This design comes from an exercise in tuning for a short achievable clock period and few clock cycles on the open sky130 flow, not from production work. The RTL was checked by simulation tests, not by an equivalence proof against the original design. Power and IR drop assume default switching activity.

[flow/run.sh]
#!/bin/bash
# synth_recipe.tcl (not shown) runs the flow's synth.tcl, then flattens the netlist and writes it again
# the make line also repeats each setting of config.mk as NAME=value (left out here)
make -C /OpenROAD-flow-scripts/flow DESIGN_CONFIG=/design/flow/config.mk WORK_HOME=/design/flow/orfs CLKGATE_MAP_FILE= SYNTH_SCRIPT=/design/flow/synth_recipe.tcl finish
[flow/constraint.sdc]
create_clock -name core_clock -period 10.0 [get_ports {clk_i}]
set_input_delay 2.0000 -clock core_clock [delete_from_list [all_inputs] [get_ports {clk_i}]]
set_output_delay 2.0000 -clock core_clock [all_outputs]
set_load 0.01 [all_outputs]
[flow/design.v]
`timescale 1ns / 1ps
package edfwrr_pkg;
  localparam int unsigned MaxTasksDef = 16;
  localparam logic [15:0] InitPrioReset = 16'd257;
  localparam logic [7:0] CreditMask = 8'hff;
  localparam int unsigned CreditShift = 8;
  localparam logic [2:0] OpAdd = 3'd0;
  localparam logic [2:0] OpTick = 3'd1;
  localparam logic [2:0] OpYield = 3'd2;
  localparam logic [2:0] OpDelay = 3'd3;
  localparam logic [2:0] OpSuspend = 3'd4;
  localparam logic [2:0] OpResume = 3'd5;
  localparam logic [2:0] ModeStopped = 3'd0;
  localparam logic [2:0] ModeReady = 3'd1;
  localparam logic [2:0] ModeRunning = 3'd2;
  localparam logic [2:0] ModeBlocked = 3'd3;
  localparam logic [2:0] ModeSuspended = 3'd4;
  localparam logic [1:0] StatOk = 2'd0;
  localparam logic [1:0] StatReject = 2'd1;
  localparam logic [1:0] StatNoReady = 2'd2;
  typedef struct packed {
    logic [2:0]  op;
    logic [3:0]  target_task;
    logic [15:0] delay_ticks;
    logic [15:0] task_period;
    logic [15:0] task_deadline;
  } cmd_t;
  typedef struct packed {
    logic [1:0]  status;
    logic [3:0]  running_task;
    logic        chosen_by_deadline;
    logic [31:0] switch_count;
  } res_t;
  typedef struct packed {
    logic [15:0] delay_left;
    logic [15:0] period_length;
    logic [15:0] period_left;
    logic [15:0] deadline_length;
    logic [15:0] deadline_left;
    logic [15:0] priority_word;
  } task_rec_t;
  typedef struct packed {
    logic tick;
    logic is_rt;
    logic is_cur;
    logic load_delay;
  } upd_ctl_t;
endpackage
`timescale 1ns / 1ps
module edfwrr_ram #(
  parameter int unsigned Width = 8,
  parameter int unsigned Depth = 16
) (
  input  logic                     clk_i,
  input  logic                     we_i,
  input  logic [$clog2(Depth)-1:0] waddr_i,
  input  logic [Width-1:0]         wdata_i,
  input  logic [$clog2(Depth)-1:0] raddr_i,
  output logic [Width-1:0]         rdata_o
);
  logic [Width-1:0] mem_q [Depth];
  logic [Width-1:0] rdata_q;
  always_ff @(posedge clk_i) begin
    if (we_i) begin
      mem_q[waddr_i] <= wdata_i;
    end
    rdata_q <= mem_q[raddr_i];
  end
  assign rdata_o = rdata_q;
endmodule
`timescale 1ns / 1ps
import edfwrr_pkg::*;
module edfwrr_upd (
  input  edfwrr_pkg::task_rec_t rec_i,
  input  logic [2:0]            mode_i,
  input  edfwrr_pkg::upd_ctl_t  ctl_i,
  input  logic [15:0]           new_delay_i,
  output edfwrr_pkg::task_rec_t rec_o,
  output logic [2:0]            mode_o,
  output logic                  cand_o
);
  always_comb begin
    rec_o  = rec_i;
    mode_o = mode_i;
    if (ctl_i.load_delay) begin
      rec_o.delay_left = new_delay_i;
    end
    if (mode_o == ModeBlocked && rec_o.delay_left != 16'd0) begin
      rec_o.delay_left = rec_o.delay_left - 16'd1;
      if (rec_o.delay_left == 16'd0) begin
        mode_o = ModeReady;
      end
    end
    if (ctl_i.tick && ctl_i.is_rt && (mode_o == ModeReady || mode_o == ModeRunning)) begin
      if (rec_o.deadline_left != 16'd0) begin
        rec_o.deadline_left = rec_o.deadline_left - 16'd1;
      end
      if (rec_o.period_left <= 16'd1) begin
        rec_o.period_left   = rec_o.period_length;
        rec_o.deadline_left = rec_o.deadline_length;
      end else begin
        rec_o.period_left = rec_o.period_left - 16'd1;
      end
    end
    if (ctl_i.is_cur && mode_o == ModeRunning) begin
      mode_o = ModeReady;
    end
    cand_o = ctl_i.is_rt && mode_o == ModeReady;
  end
endmodule
`timescale 1ns / 1ps
import edfwrr_pkg::*;
module edf_and_weighted_round_robin_scheduler_core #(
  parameter int unsigned MAX_TASKS = edfwrr_pkg::MaxTasksDef
) (
  input  logic              clk_i,
  input  logic              rst_ni,
  input  logic              in_valid_i,
  output logic              in_stall_o,
  input  logic [54:0]       in_data_i,
  output logic              out_valid_o,
  input  logic              out_stall_i,
  output logic [38:0]       out_data_o,
  input  logic              cfg_we_i,
  input  logic [15:0]       cfg_wdata_i
);
  edfwrr_pkg::cmd_t in_cmd;
  assign in_cmd = in_data_i;
  localparam int unsigned IW = $clog2(MAX_TASKS);
  localparam int unsigned TW = $clog2(MAX_TASKS + 1);
  localparam int unsigned CW = 8;
  localparam logic [2:0] StIdle = 3'd0;
  localparam logic [2:0] StSwRd = 3'd1;
  localparam logic [2:0] StSwWr = 3'd2;
  localparam logic [2:0] StPick = 3'd3;
  localparam logic [2:0] StRrStart = 3'd4;
  localparam logic [2:0] StRrStep = 3'd5;
  localparam logic [2:0] StRrWr = 3'd6;
  localparam logic [2:0] StEmit = 3'd7;
  logic [2:0]    state_q, state_d;
  logic [MAX_TASKS-1:0][2:0] mode_q;
  logic [MAX_TASKS-1:0][2:0] mode_d;
  logic [MAX_TASKS-1:0] rt_q, rt_d;
  logic [IW-1:0] cur_q, cur_d;
  logic [TW-1:0] total_q, total_d;
  logic [31:0]   cnt_q, cnt_d;
  logic [15:0]   prio_q;
  edfwrr_pkg::cmd_t          cmd_q, cmd_d;
  logic [IW-1:0] idx_q, idx_d;
  logic [IW-1:0] best_q, best_d;
  logic [15:0]   best_dl_q, best_dl_d;
  logic          found_q, found_d;
  logic [1:0]    st_q, st_d;
  logic          byd_q, byd_d;
  logic          out_vld_q, out_vld_d;
  edfwrr_pkg::res_t          out_q, out_d;
  logic          ram_we;
  logic [IW-1:0] ram_waddr, ram_raddr;
  edfwrr_pkg::task_rec_t     ram_wdata, ram_rdata, upd_rec, add_rec;
  edfwrr_pkg::upd_ctl_t      upd_ctl;
  logic [2:0]    upd_mode;
  logic          upd_cand;
  logic [CW-1:0] tgt_w, total_w;
  logic [IW-1:0] tgt_idx, n_idx, nxt_idx;
  logic          tgt_ok, cur_ok, any_rr, last_row;
  logic [7:0]    credit;
  edfwrr_ram #(
    .Width (96),
    .Depth (MAX_TASKS)
  ) u_ram (
    .clk_i   (clk_i),
    .we_i    (ram_we),
    .waddr_i (ram_waddr),
    .wdata_i (ram_wdata),
    .raddr_i (ram_raddr),
    .rdata_o (ram_rdata)
  );
  assign upd_ctl.tick       = (cmd_q.op == OpTick);
  assign upd_ctl.is_rt      = rt_q[idx_q];
  assign upd_ctl.is_cur     = (idx_q == cur_q);
  assign upd_ctl.load_delay = (cmd_q.op == OpDelay) && (idx_q == cur_q);
  edfwrr_upd u_upd (
    .rec_i       (ram_rdata),
    .mode_i      (mode_q[idx_q]),
    .ctl_i       (upd_ctl),
    .new_delay_i (cmd_q.delay_ticks),
    .rec_o       (upd_rec),
    .mode_o      (upd_mode),
    .cand_o      (upd_cand)
  );
  assign tgt_w    = CW'(in_cmd.target_task);
  assign total_w  = CW'(total_q);
  assign tgt_idx  = IW'(tgt_w);
  assign n_idx    = total_q[IW-1:0];
  assign tgt_ok   = tgt_w < total_w;
  assign cur_ok   = (CW'(cur_q) < total_w) &&
                    (mode_q[cur_q] == ModeReady || mode_q[cur_q] == ModeRunning);
  assign last_row = (TW'(idx_q) + TW'(1)) == total_q;
  assign nxt_idx  = ((TW'(idx_q) + TW'(1)) == total_q) ? '0 : idx_q + IW'(1);
  assign credit   = ram_rdata.priority_word[7:0] - 8'd1;
  always_comb begin
    add_rec.delay_left      = 16'd0;
    add_rec.period_length   = in_cmd.task_period;
    add_rec.period_left     = in_cmd.task_period;
    add_rec.deadline_length = in_cmd.task_deadline;
    add_rec.deadline_left   = in_cmd.task_deadline;
    add_rec.priority_word   = prio_q;
  end
  always_comb begin
    any_rr = 1'b0;
    for (int i = 0; i < MAX_TASKS; i++) begin
      if (CW'(i) < total_w && mode_q[i] == ModeReady && !rt_q[i]) begin
        any_rr = 1'b1;
      end
    end
  end
  always_comb begin
    state_d   = state_q;
    mode_d    = mode_q;
    rt_d      = rt_q;
    cur_d     = cur_q;
    total_d   = total_q;
    cnt_d     = cnt_q;
    cmd_d     = cmd_q;
    idx_d     = idx_q;
    best_d    = best_q;
    best_dl_d = best_dl_q;
    found_d   = found_q;
    st_d      = st_q;
    byd_d     = byd_q;
    out_vld_d = out_vld_q && out_stall_i;
    out_d     = out_q;
    ram_we    = 1'b0;
    ram_waddr = idx_q;
    ram_wdata = upd_rec;
    ram_raddr = idx_q;
    unique case (state_q)
      StIdle: begin
        if (in_valid_i) begin
          cmd_d   = in_cmd;
          byd_d   = 1'b0;
          st_d    = StatReject;
          idx_d   = '0;
          found_d = 1'b0;
          state_d = StEmit;
          case (in_cmd.op)
            OpAdd: begin
              if (total_q < TW'(MAX_TASKS)) begin
                ram_we        = 1'b1;
                ram_waddr     = n_idx;
                ram_wdata     = add_rec;
                mode_d[n_idx] = ModeReady;
                rt_d[n_idx]   = in_cmd.task_deadline != 16'd0;
                cur_d         = n_idx;
                total_d       = total_q + TW'(1);
                st_d          = StatOk;
              end
            end
            OpTick, OpYield: begin
              if (total_q == '0) begin
                st_d = StatNoReady;
              end else begin
                state_d = StSwRd;
              end
            end
            OpDelay: begin
              if (cur_ok) begin
                mode_d[cur_q] = ModeBlocked;
                state_d       = StSwRd;
              end
            end
            OpSuspend: begin
              if (tgt_ok && (mode_q[tgt_idx] == ModeReady ||
                             mode_q[tgt_idx] == ModeRunning)) begin
                mode_d[tgt_idx] = ModeSuspended;
                st_d            = StatOk;
                if (tgt_idx == cur_q) begin
                  state_d = StSwRd;
                end
              end
            end
            OpResume: begin
              if (tgt_ok && mode_q[tgt_idx] == ModeSuspended) begin
                mode_d[tgt_idx] = ModeReady;
                st_d            = StatOk;
                if (tgt_idx == cur_q) begin
                  state_d = StSwRd;
                end
              end
            end
            default: st_d = StatReject;
          endcase
        end
      end
      StSwRd: begin
        state_d = StSwWr;
      end
      StSwWr: begin
        ram_we        = 1'b1;
        mode_d[idx_q] = upd_mode;
        if (upd_ctl.tick && upd_cand &&
            (!found_q || upd_rec.deadline_left < best_dl_q)) begin
          found_d   = 1'b1;
          best_d    = idx_q;
          best_dl_d = upd_rec.deadline_left;
        end
        if (last_row) begin
          state_d = upd_ctl.tick ? StPick : StRrStart;
        end else begin
          idx_d   = idx_q + IW'(1);
          state_d = StSwRd;
        end
      end
      StPick: begin
        if (found_q) begin
          mode_d[best_q] = ModeRunning;
          cur_d          = best_q;
          cnt_d          = cnt_q + 32'd1;
          st_d           = StatOk;
          byd_d          = 1'b1;
          state_d        = StEmit;
        end else begin
          state_d = StRrStart;
        end
      end
      StRrStart: begin
        if (any_rr) begin
          idx_d   = cur_q;
          state_d = StRrStep;
        end else begin
          st_d    = StatNoReady;
          state_d = StEmit;
        end
      end
      StRrStep: begin
        idx_d     = nxt_idx;
        ram_raddr = nxt_idx;
        if (mode_q[nxt_idx] == ModeReady && !rt_q[nxt_idx]) begin
          state_d = StRrWr;
        end
      end
      StRrWr: begin
        ram_we    = 1'b1;
        ram_wdata = ram_rdata;
        if (credit == 8'd0) begin
          ram_wdata.priority_word[7:0] =
            8'((ram_rdata.priority_word >> CreditShift) & 16'(CreditMask));
          mode_d[idx_q] = ModeRunning;
          cur_d         = idx_q;
          cnt_d         = cnt_q + 32'd1;
          st_d          = StatOk;
          state_d       = StEmit;
        end else begin
          ram_wdata.priority_word[7:0] = credit;
          state_d = StRrStep;
        end
      end
      StEmit: begin
        if (!out_vld_q || !out_stall_i) begin
          out_vld_d                = 1'b1;
          out_d.status             = st_q;
          out_d.running_task       = 4'(cur_q);
          out_d.chosen_by_deadline = byd_q;
          out_d.switch_count       = cnt_q;
          state_d                  = StIdle;
        end
      end
      default: state_d = StIdle;
    endcase
  end
  always_ff @(posedge clk_i or negedge rst_ni) begin
    if (!rst_ni) begin
      state_q   <= StIdle;
      for (int i = 0; i < MAX_TASKS; i++) begin
        mode_q[i] <= ModeStopped;
      end
      rt_q      <= '0;
      cur_q     <= '0;
      total_q   <= '0;
      cnt_q     <= '0;
      prio_q    <= InitPrioReset;
      out_vld_q <= 1'b0;
    end else begin
      state_q   <= state_d;
      mode_q    <= mode_d;
      rt_q      <= rt_d;
      cur_q     <= cur_d;
      total_q   <= total_d;
      cnt_q     <= cnt_d;
      out_vld_q <= out_vld_d;
      if (cfg_we_i) begin
        prio_q <= cfg_wdata_i;
      end
    end
  end
  always_ff @(posedge clk_i) begin
    cmd_q     <= cmd_d;
    idx_q     <= idx_d;
    best_q    <= best_d;
    best_dl_q <= best_dl_d;
    found_q   <= found_d;
    st_q      <= st_d;
    byd_q     <= byd_d;
    out_q     <= out_d;
  end
  assign in_stall_o  = state_q != StIdle;
  assign out_valid_o = out_vld_q;
  assign out_data_o  = out_q;
endmodule
[flow/config.mk]
export PLATFORM = sky130hd
export DESIGN_NAME = edf_and_weighted_round_robin_scheduler_core
export DESIGN_NICKNAME = edf_and_weighted_round_robin_scheduler_core
export VERILOG_FILES = /design/flow/design.v
export SDC_FILE = /design/flow/constraint.sdc
export NUM_CORES = 4
export LEC_CHECK = 0
export CAP_MARGIN = 20
export CORE_MARGIN = 2
export CORE_UTILIZATION = 40
export SLEW_MARGIN = 20
==> results.py <==
metrics = {
    "global_route": {
        "antenna_found_initial": 5,
        "grt_start_max_net_pins": 219,
        "grt_pass1_vias": 52500,
        "grt_pass1_wl_mm": 347,
        "grt_usage": 0.222,
        "overflow": 0,
    },
    "synthesis": {
        "syn_nets": 6598,
        "netlist_area_um2": 80800,
        "avgSynthCellArea_um2": 12.5,
        "yosys-top-cells-area": "edfxtp_1 (60%), nand2_1 (5.1%), a211oi_1 (4.5%), dfrtp_1 (3.8%), and2_1 (3.2%)",
        "syn_inst": 6470,
        "synth_ff_type": "edfxtp_1",
        "yosysWarnings": 3,
        "synthArstFlopShare": 0.0678,
        "synth_edf_count": 1622,
        "synth.ff_latch_count": 1843,
        "ys_types": 93,
        "synth_seq_area_share": 0.665,
        "synth_top_area_cell": "edfxtp_1",
        "yosys.area.top_type_share": 0.603,
    },
    "placement": {
        "gp_routability_congestion": 0.972,
        "dpl_cell_area_um2": 84900,
        "dp_hpwl_mm": 129,
        "io_buffers": 116,
    },
    "critical_path": {
        "slowest_stage": "nor3_2",
        "timing.critical_path.mode_cell": "a21o_1",
        "end_kind": "flop",
        "arrival_ns": 8.75,
        "path_buf_inv": 1,
        "worstPathRequired_ns": 10.51,
        "timing_worst_setup_path_type": "flop to flop",
        "cp-start-kind": "flop",
        "cp_slowest_stage_delay_ns": 0.70,
        "cp_top_family": "compound AO/OA/AOI/OAI gates",
        "crit_path_max_fanout": 16,
    },
    "timing": {
        "setup_viol": 0,
        "setup-tns-final_ns": 0,
        "hold_viol": 0,
        "slew_viol_final": 0,
        "finalCritPeriodShare": 0.823,
        "layout_min_cycle_time_ns": 8.23,
        "worst_pin_slew_ns": 1.15,
        "skew_ns": 0.0463,
        "holdWs_ns": 0.423,
        "grt_setup_unrepaired": "no",
        "max-slew-margin-rel": 0.235,
        "timing.fmax_mhz": 121,
    },
    "cells_and_area": {
        "final_common_cell": "edfxtp_1",
        "syn_to_final_growth_pct": 13.0,
        "nets": 6571,
        "mostFrequentLayoutCells": "edfxtp_1 (1622), nand2_1 (1107), a211oi_1 (489)",
        "final_area_um2": 91300,
        "drive_gt1_frac": 0.0868,
    },
    "cts": {
        "postCtsSetupBuffers": 0,
        "cts_made_buffers": 189,
        "clkSinkCount": 1843,
        "path_clk_slew_ns": 0.06,
        "clock_latency_ns": 0.83,
        "cts_buffer_depth": 3,
        "cts_tree": "built",
        "cts.repair.resized": 0,
        "cts_hold_buf": 0,
        "clockRootBuffer": "clkbuf_16",
        "cts_max_level": 4,
    },
    "route": {
        "num_vias": 55100,
        "wl_per_cell_um": 25.2,
        "drt_iter0_drc": 6165,
        "vias_per_cell": 5.95,
        "wl_mm": 234,
        "drc": 0,
        "ant_nets": 0,
        "drt_first_pass_iters": 8,
    },
    "floorplan": {
        "rows": 164,
        "ioPinCount": 117,
        "die_w_um": 453,
        "initial_core_util": 0.403,
        "die_area_um2": 206000,
        "die_y_um": 453,
        "placeableCoreArea_um2": 200000,
    },
    "status": {
        "status": "timing/DRC/antenna clean",
    },
    "worst_hold_path": {
        "hold_path_class": "flop to flop",
    },
    "pwr": {
        "p_per_area_nw_per_um2": 343,
        "ir_drop_mv": 0.426,
        "finalPower_mw": 31.3,
        "p_leak_nw": 30.1,
    },
    "run": {
        "drv_cap": 0,
    },
}
-- cell usage after synthesis (14+ instances only) --
master       n
nand2_1   1108
a21oi_1    354
dfrtp_1    123
dfxtp_1     96
o211ai_1    30
nand3_1     80
a22oi_1     50
nor4_1      25
nor2_1     218
nor4b_1     19
buf_2       72
edfxtp_1  1622
mux2_2      34
a211oi_1   489
a311oi_1   192
xor2_1      27
or3_1       15
o22ai_1     47
ha_1        52
nor2b_1     14
a31oi_1    219
nand4_1     22
and3_1      24
and2_1     415
clkbuf_1   363
mux2i_1     48
o21a_1      15
a21o_1      19
o221ai_1    15
o31ai_1     23
mux4_2      41
nor3_1      53
xnor2_1     55
buf_1       26
a22o_1      28
o21ai_0    171
inv_1       71
-- final cells by class --
class	instances	area [µm²]
Fill cell	18000	109000
Sequential cell	1843	53800
Multi-Input combinational cell	4081	25200
Clock buffer	266	5310
Tap cell	2656	3320
Timing Repair Buffer	253	2550
Clock inverter	92	928
Inverter	75	282
Antenna cell	3	7.51
-- final timing paths --
check / from / endpoint / slack (ns) / cells after the start
worst min register to register: st_q[0] / out_q[37] / 0.42 / 0
min in group asynchronous: rst_ni / cnt_q[20] / 1.21 / 1
worst max register to register: idx_q[3] / best_dl_q[13] / 1.77 / 26
worst max-delay path: idx_q[3] / best_dl_q[13] / 1.77 / 26
worst min-delay path: st_q[0] / out_q[37] / 0.42 / 0
max in group asynchronous: rst_ni / mode_q[45] / 7.38 / 2
-- metrics by stage --
stage,utilization,instances,setup WS (ns)
2_1_floorplan,-,6470,1.74
3_3_place_gp,0.424,8899,1.95
3_5_place_dp,0.424,8900,1.90
4_1_cts,0.455,9258,1.90
5_1_grt,0.456,9266,1.26
6_report,0.456,9269,1.77
-- power breakdown --
part           internal (mW)  total [mW]  switching, mW
Sequential              10.4        11.1          0.659
Clock                   4.03        7.07           3.03
Combinational           4.00        13.2           9.17
Total                   18.4        31.3           12.9
-- logic make-up (layout without fill, tap and decap cells) --
kind of cell / after synthesis / count (layout) / synth area share
AND/OR/NAND/NOR: 2051 / 2051 / 0.117
flip-flops: 1843 / 1843 / 0.665
AO/OA/AOI/OAI: 1771 / 1771 / 0.151
buffers and inverters: 546 / 686 / 0.0272
multiplexers: 123 / 123 / 0.0221
XOR/XNOR: 83 / 83 / 0.00909
adder cells (fa/ha/maj): 53 / 53 / 0.00818
other: 0 / 3 / 0
-- routing by layer --
layer	GRT usage	wire, µm	share of wire
met1	0.314	101000	0.43
met2	0.347	108000	0.46
met3	0.0413	18500	0.079
met4	0.0687	7060	0.030
met5	0	13	0.000056
-- registers in the layout, summed over array words and instances, names as in the netlist --
signal	count
byd_q	1
found_q	1
cur_q	4
u_ram.mem_q	1536
out_vld_q	1
best_dl_q	16
cmd_q	19
mode_q	48
best_q	4
u_ram.rdata_q	96
rt_q	16
out_q	39
total_q	5
cnt_q	32
st_q	2
prio_q	16
state_q	3
idx_q	4
Testbench counts, summed over its fixed seeds: cycles 452,025.

## separate check: timing with driven ports
No port has a modelled driver above. Below, the same layout with a new extraction and two added sets of constraints. Step 1, drivers: a clkbuf_16 drives clk_i and a buf_2 each remaining input, both assumed. Step 2 moves the port delays by t, midway between the first and last clock arrival at a register: inputs arrive t later, outputs are due t later. That takes back most of the time a late clock gives input paths. a / b / c = no drivers / after step 1 / after step 2; a / b = the first two.
t, ns: 0.891
slack for setup (ns): 1.766 / 1.766 / 1.766
worst slew at a driven data input, ns: 0.07
After both steps setup and hold are still met in this run. For this run, drivers alone change the setup slack by 0.000 ns; drivers and shift together by 0.000 ns.
